What follows belongs to an exercise in optimizing a design on an open flow for small area; a production flow would make more cautious choices. Only the layout flow was run in this run; the RTL was not checked for function there. Power and IR drop assume default switching activity.

`run.sh`:
```
#!/bin/bash
# synth_recipe.tcl (not shown) runs the flow's synth.tcl, then flattens the netlist and writes it again
# the make line also repeats each setting of config.mk as NAME=value (left out here)
make -C /OpenROAD-flow-scripts/flow DESIGN_CONFIG=/design/flow/config.mk WORK_HOME=/design/flow/orfs CLKGATE_MAP_FILE= SYNTH_SCRIPT=/design/flow/synth_recipe.tcl finish
```
`constraint.sdc`:
```
create_clock -name core_clock -period 4.0 [get_ports {Clk}]
set_input_delay 0.8000 -clock core_clock [delete_from_list [all_inputs] [get_ports {Clk}]]
set_output_delay 0.8000 -clock core_clock [all_outputs]
set_load 0.01 [all_outputs]
```
`design.v`:
```
`timescale 1ns/1ns
`default_nettype none
module cycle_motion (
	input  wire       Clk,
	input  wire       rst,
	input  wire       step,
	input  wire [1:0] blue_turn,
	input  wire [1:0] red_turn,
	input  wire       playing,
	input  wire       round_reset,
	output reg        heads_step,
	output reg  [7:0] blue_head,
	output reg  [7:0] red_head
);
	localparam [1:0] DIR_NORTH = 2'd0;
	localparam [1:0] DIR_EAST = 2'd1;
	localparam [1:0] DIR_SOUTH = 2'd2;
	localparam [1:0] DIR_WEST = 2'd3;
	localparam [1:0] TURN_LEFT = 2'd1;
	localparam [1:0] TURN_RIGHT = 2'd2;
	localparam [7:0] BLUE_START = 8'h82;
	localparam [7:0] RED_START = 8'h8D;
	localparam [1:0] BLUE_START_DIR = DIR_EAST;
	localparam [1:0] RED_START_DIR = DIR_WEST;
	reg  [1:0] blue_dir;
	reg  [1:0] red_dir;
	wire [1:0] blue_dir_next;
	wire [1:0] red_dir_next;
	wire [7:0] blue_adv;
	wire [7:0] red_adv;
	assign blue_dir_next = (blue_turn == TURN_LEFT) ? blue_dir - 2'd1 :
	                       (blue_turn == TURN_RIGHT) ? blue_dir + 2'd1 : blue_dir;
	assign red_dir_next = (red_turn == TURN_LEFT) ? red_dir - 2'd1 :
	                      (red_turn == TURN_RIGHT) ? red_dir + 2'd1 : red_dir;
	assign blue_adv = (blue_dir_next == DIR_NORTH) ? {blue_head[7:4] - 4'd1, blue_head[3:0]} :
	                  (blue_dir_next == DIR_SOUTH) ? {blue_head[7:4] + 4'd1, blue_head[3:0]} :
	                  (blue_dir_next == DIR_EAST) ? {blue_head[7:4], blue_head[3:0] + 4'd1} :
	                  {blue_head[7:4], blue_head[3:0] - 4'd1};
	assign red_adv = (red_dir_next == DIR_NORTH) ? {red_head[7:4] - 4'd1, red_head[3:0]} :
	                 (red_dir_next == DIR_SOUTH) ? {red_head[7:4] + 4'd1, red_head[3:0]} :
	                 (red_dir_next == DIR_EAST) ? {red_head[7:4], red_head[3:0] + 4'd1} :
	                 {red_head[7:4], red_head[3:0] - 4'd1};
	always @(posedge Clk)
	begin
		if (rst || round_reset)
		begin
			blue_dir <= BLUE_START_DIR;
			red_dir <= RED_START_DIR;
			blue_head <= BLUE_START;
			red_head <= RED_START;
			heads_step <= 1'b0;
		end
		else
		begin
			heads_step <= 1'b0;
			if (step && playing)
			begin
				blue_dir <= blue_dir_next;
				red_dir <= red_dir_next;
				blue_head <= blue_adv;
				red_head <= red_adv;
				heads_step <= 1'b1;
			end
		end
	end
endmodule
`default_nettype wire
`timescale 1ns/1ns
`default_nettype none
module trail_collision (
	input  wire       Clk,
	input  wire       rst,
	input  wire       heads_step,
	input  wire [7:0] blue_head,
	input  wire [7:0] red_head,
	input  wire       round_reset,
	output reg        outcome,
	output reg        blue_crash,
	output reg        red_crash
);
	localparam integer GRID_DIM = 16;
	localparam integer CELLS = GRID_DIM * GRID_DIM;
	localparam [7:0] BLUE_START = 8'h82;
	localparam [7:0] RED_START = 8'h8D;
	reg [CELLS-1:0] occupied;
	wire blue_border;
	wire red_border;
	wire blue_hit;
	wire red_hit;
	wire heads_meet;
	assign blue_border = (blue_head[7:4] == 4'd0) || (blue_head[7:4] == 4'd15) ||
	                     (blue_head[3:0] == 4'd0) || (blue_head[3:0] == 4'd15);
	assign red_border = (red_head[7:4] == 4'd0) || (red_head[7:4] == 4'd15) ||
	                    (red_head[3:0] == 4'd0) || (red_head[3:0] == 4'd15);
	assign heads_meet = (blue_head == red_head);
	assign blue_hit = blue_border || occupied[blue_head] || heads_meet;
	assign red_hit = red_border || occupied[red_head] || heads_meet;
	always @(posedge Clk)
	begin
		if (rst)
		begin
			occupied <= {CELLS{1'b0}};
			outcome <= 1'b0;
		end
		else if (round_reset)
		begin
			occupied <= {CELLS{1'b0}};
			occupied[BLUE_START] <= 1'b1;
			occupied[RED_START] <= 1'b1;
			outcome <= 1'b0;
		end
		else
		begin
			outcome <= heads_step;
			if (heads_step)
			begin
				occupied[blue_head] <= 1'b1;
				occupied[red_head] <= 1'b1;
			end
		end
	end
	always @(posedge Clk)
	begin
		if (heads_step)
		begin
			blue_crash <= blue_hit;
			red_crash <= red_hit;
		end
	end
endmodule
`default_nettype wire
`timescale 1ns/1ns
`default_nettype none
module match_score (
	input  wire       Clk,
	input  wire       rst,
	input  wire       start,
	input  wire       outcome,
	input  wire       blue_crash,
	input  wire       red_crash,
	output reg  [1:0] score_blue,
	output reg  [1:0] score_red,
	output reg        round_over,
	output reg        round_reset,
	output wire       playing,
	output reg        blue_wins,
	output reg        red_wins
);
	localparam [1:0] MATCH_IDLE = 2'd0;
	localparam [1:0] MATCH_PLAYING = 2'd1;
	localparam [1:0] MATCH_WON = 2'd2;
	localparam [1:0] WIN_POINTS = 2'd3;
	reg  [1:0] state;
	wire       any_crash;
	wire [1:0] blue_next;
	wire [1:0] red_next;
	assign any_crash = blue_crash || red_crash;
	assign blue_next = score_blue + 2'd1;
	assign red_next = score_red + 2'd1;
	assign playing = (state == MATCH_PLAYING);
	always @(posedge Clk)
	begin
		if (rst)
		begin
			state <= MATCH_IDLE;
			score_blue <= 2'd0;
			score_red <= 2'd0;
			round_over <= 1'b0;
			round_reset <= 1'b0;
			blue_wins <= 1'b0;
			red_wins <= 1'b0;
		end
		else
		begin
			round_over <= 1'b0;
			round_reset <= 1'b0;
			case (state)
				MATCH_PLAYING:
				begin
					if (outcome && any_crash)
					begin
						round_over <= 1'b1;
						if (red_crash && !blue_crash)
						begin
							score_blue <= blue_next;
							if (blue_next == WIN_POINTS)
							begin
								state <= MATCH_WON;
								blue_wins <= 1'b1;
							end
							else
								round_reset <= 1'b1;
						end
						else if (blue_crash && !red_crash)
						begin
							score_red <= red_next;
							if (red_next == WIN_POINTS)
							begin
								state <= MATCH_WON;
								red_wins <= 1'b1;
							end
							else
								round_reset <= 1'b1;
						end
						else
							round_reset <= 1'b1;
					end
				end
				default:
				begin
					if (start)
					begin
						state <= MATCH_PLAYING;
						score_blue <= 2'd0;
						score_red <= 2'd0;
						blue_wins <= 1'b0;
						red_wins <= 1'b0;
						round_reset <= 1'b1;
					end
				end
			endcase
		end
	end
endmodule
`default_nettype wire
`timescale 1ns/1ns
`default_nettype none
module light_cycle_top (
	input  wire       Clk,
	input  wire       rst,
	input  wire       step,
	input  wire       start,
	input  wire [1:0] blue_turn,
	input  wire [1:0] red_turn,
	output wire [7:0] blue_head,
	output wire [7:0] red_head,
	output wire [1:0] score_blue,
	output wire [1:0] score_red,
	output wire       round_over,
	output wire       blue_wins,
	output wire       red_wins,
	output wire       playing
);
	wire heads_step;
	wire outcome;
	wire blue_crash;
	wire red_crash;
	wire round_reset;
	cycle_motion u_motion (
		.Clk(Clk),
		.rst(rst),
		.step(step),
		.blue_turn(blue_turn),
		.red_turn(red_turn),
		.playing(playing),
		.round_reset(round_reset),
		.heads_step(heads_step),
		.blue_head(blue_head),
		.red_head(red_head)
	);
	trail_collision u_collision (
		.Clk(Clk),
		.rst(rst),
		.heads_step(heads_step),
		.blue_head(blue_head),
		.red_head(red_head),
		.round_reset(round_reset),
		.outcome(outcome),
		.blue_crash(blue_crash),
		.red_crash(red_crash)
	);
	match_score u_score (
		.Clk(Clk),
		.rst(rst),
		.start(start),
		.outcome(outcome),
		.blue_crash(blue_crash),
		.red_crash(red_crash),
		.score_blue(score_blue),
		.score_red(score_red),
		.round_over(round_over),
		.round_reset(round_reset),
		.playing(playing),
		.blue_wins(blue_wins),
		.red_wins(red_wins)
	);
endmodule
`default_nettype wire
```
`config.mk`:
```
export PLATFORM = sky130hd
export DESIGN_NAME = light_cycle_top
export DESIGN_NICKNAME = light_cycle_top
export VERILOG_FILES = /design/flow/design.v
export SDC_FILE = /design/flow/constraint.sdc
export NUM_CORES = 4
export LEC_CHECK = 0
export CAP_MARGIN = 20
export CORE_MARGIN = 2
export CORE_UTILIZATION = 30
export SLEW_MARGIN = 20
```
==> results.txt <==
* Status: timing/DRC/antenna clean
* Drt total wl at 83100 um
* Sequential cell area fraction in the yosys report at 0.308
* P_leak at 6.29 nW
* Max Clock Freq at about 290 MHz
* Clock skew at 0.0169 ns
* Clk buf depth at 3
* Post-Synthesis Cells at 2269
* Tcrit/Tclk final at 0.877
* Post-synth top flop: dfxtp_1
* Antenna violations before repair at 3
* Slew headroom at 0.197
* DIE AREA at 65100 um2
* Pin count of the biggest net entering global routing at 132
* Total GRT Usage at 0.251
* Tmin final at ~3.5 ns
* Synthesized flop and latch total at 290
* Slowest-stage cell, CP: dfxtp_2
* Die W at 255 um
* CP Capture Type: primary output
* Setup WS pre-CTS at 0.676 ns
* Chain of cells forming the critical path: buf_4 -> buf_4 -> clkdlybuf4s50_1
* Clock Latency Late Sink at roughly 0.57 ns
* Via density at around 6.4
* Post-synth EDFFs at 2
* Tot Pwr at 7.40 mW
* Post-CTS Setup Repair Bufs at 0
* Layout area overhead at 13.9%
* First-pass iteration count of the detailed router at 8
* GR peak layer: met2
* Syn nets at 2301
* CORE AREA at ~63000 um2
* Average wire per standard cell at 27.1 um
* DP HPWL at about 52000 um
* Mapped cell area at about 19000 um2
* Rows at 92
* Chip Height at 255 um
* Crit path kind: register to primary output
* Layout cell share with drive strength beyond 1 at 0.157
* MaxCap Viol Count at 0
* Most frequent CP cell: buf_4
* Post-synthesis async set-or-reset flop share at 0
* Grt met2 use at 0.369
* Initial Util at 0.302
* Hold Worst Slack at 0.456 ns
* Synthesized area per cell at 8.34 um2
* Setup Viol. Count Final at 0
* Fillcell total at 6464
* Num ports at 32
* First-pass GRT wire length at 122000 um
* Commonest non-fill, non-tap cells in the layout: dfxtp_1, a21oi_1, nor3_1, inv_1, nor2_1
* Cts repair resizes at 0
* Root Buffer: clkbuf_16
* TritonCTS Buffers at 35
* Peak VDD IR at 0.237 mV
* Cell family with most CP delay: buffers and inverters
* ANT nets after route at 0
* Yosys cell types at 77
* Crit path DAT at 2.71 ns
* TritonCTS clock tree: built
* Unrepaired setup endpoints after global routing: false
* Worst Path Max Fanout at 20
* GP Congestion at 0.994
* CP max stage delay at between 0.7 and 0.8 ns
* CTS H-tree lvls at 2
* Final worst setup slack at 0.493 ns
* Port bufs at 31
* Type of the most critical hold path: register to register
* Pwr dens at 343 nW/um2
* Residual DRC at 0
* Clock Sinks at 290
* Setup TNS at 0 ns
* Vias at 19531
* Slew Viols, Final at 0
* GRT overflow at 0
* Dpl cells at 3004
* CTS clk-pin slew, worst paths at 0.06 ns
* Met3 usage at 0.0551
* CTS hold repair buffers at 0
* Initial DRC count at 2836
* Non-Filler Instances at between 3000 and 4000
* Synth Warn # at 3
* Vias in the first global route at between 15000 and 20000
* Buf+Inv Stages, Crit Path at 3
* Commonest non-fill, non-tap cell in the layout: dfxtp_1
* Critical path required time at 3.20 ns
* ANT cells at 0
* Worst setup SP type: register
* Least-Margin Pin Slew at 1.20 ns
* Hold Violations, Final at 0
* GR Util met1 at 0.346
* NumNets Final at 2227
## state kept, by name (all words and copies together), names as in the netlist, 2 cells and up
register / cells
u_collision.occupied: 256
u_motion.blue_head: 8
u_motion.red_head: 8
u_motion.blue_dir: 2
u_motion.red_dir: 2
u_score.score_blue: 2
u_score.score_red: 2
u_score.state: 2
## synth_stat cells, types with 17 or more instances
cell	n	area (um2)
a211oi_1	54	405
inv_1	162	608
a22oi_1	22	165
mux4_2	126	2840
nand2_1	81	304
nor4_1	85	532
buf_1	20	75.1
o21ai_1	88	440
dfxtp_1	288	5770
buf_2	75	375
o32ai_1	46	403
a2111oi_0	17	149
nand3_1	26	130
o21ai_0	92	460
a21oi_1	273	1370
nor3_1	193	966
nor2_1	137	514
clkbuf_1	156	586
ha_1	22	275
o22ai_1	52	325
mux2i_1	22	220
xnor2_1	27	236
## final timing paths
path	to	slack (ns)	startpoint	cells after the start
hold reg to reg	u_collision.occupied[98]$_SDFFE_PP0P_	0.46	u_collision.occupied[98]$_SDFFE_PP0P_	2
hold / removal	u_collision.occupied[98]$_SDFFE_PP0P_	0.46	u_collision.occupied[98]$_SDFFE_PP0P_	2
setup reg to reg	u_collision.occupied[55]$_SDFFE_PP0P_	0.60	u_motion.red_head[1]$_SDFFE_PP0P_	9
setup / recovery	red_head[2]	0.49	u_motion.red_head[2]$_SDFFE_PP1P_	3
## power breakdown
part           switching, mW  internal [mW]
Sequential            0.0469           2.91
Clock                   1.35           2.05
Combinational          0.774          0.277
Total                   2.17           5.23
## worst register-to-register path, cell delays in order (launching register included)
cell,delay (ns)
dfxtp_4,0.60
inv_1,0.19
ha_1,0.33
and4bb_1,0.31
xnor2_1,0.45
o2111ai_2,0.61
buf_4,0.41
nor3_1,0.17
o21ai_1,0.10
a21oi_1,0.16
## stage by stage
step,instance area [um2],utilization
2_1_floorplan,18900,-
3_3_place_gp,20400,0.325
3_5_place_dp,20400,0.325
4_1_cts,21600,0.344
5_1_grt,21600,0.344
6_report,21600,0.344
## routing by layer
| metal | routed length (um) | up-vias |
|---|---|---|
| li1 | - | 8347 |
| met1 | 33600 | 9543 |
| met2 | 35400 | 1359 |
| met3 | 9710 | 280 |
| met4 | 4420 | 2 |
| met5 | 13 | - |
## cell families (layout without fill, tap and decap cells)
family          after synthesis  in the layout  share of synthesized area
simple gates                599            599                      0.161
compound gates              746            746                      0.243
fa+ha+maj                    24             24                     0.0167
mux                         156            156                      0.166
xor+xnor                     36             36                     0.0167
buf+inv                     418            367                     0.0885
flops                       290            290                      0.308
## final cells by class
cell class	instances	area (um2)	area share
clock inverters	9	158	0.00731
clock buffers	51	1030	0.0478
inverters	164	616	0.0285
repair buffers	143	1280	0.0592
flip-flops and latches	290	5850	0.271
well taps	846	1060	0.0491
multi-input cells	1561	11600	0.537

==> what the ideal ports hide <==
In the flow no input, the clock included, has a driving cell. The finished layout below was timed again as built, in two steps. Step 1 (the two cells are an assumption about what drives the block):
set clk [get_ports {Clk}]
set_driving_cell -lib_cell sky130_fd_sc_hd__clkbuf_16 $clk
set_driving_cell -lib_cell sky130_fd_sc_hd__buf_2 [delete_from_list [all_inputs] $clk]
Step 2 adds t to the input delays and takes it off the output delays; t is the mean of the earliest and latest rising clock arrival at the registers after step 1. Input paths then give back, and output paths get back, about the clock's delay inside the block. a / b / c = ideal ports / drivers / drivers and shift; a / b = the first two.
shift t [ns]: 0.619
slack for setup (ns): 0.493 / 0.432 / 0.599
worst data-port slew with drivers (ns): 0.03
After both steps setup and hold are still met in this run. For this run, drivers alone change the setup slack by -0.061 ns; drivers and shift together by +0.106 ns.
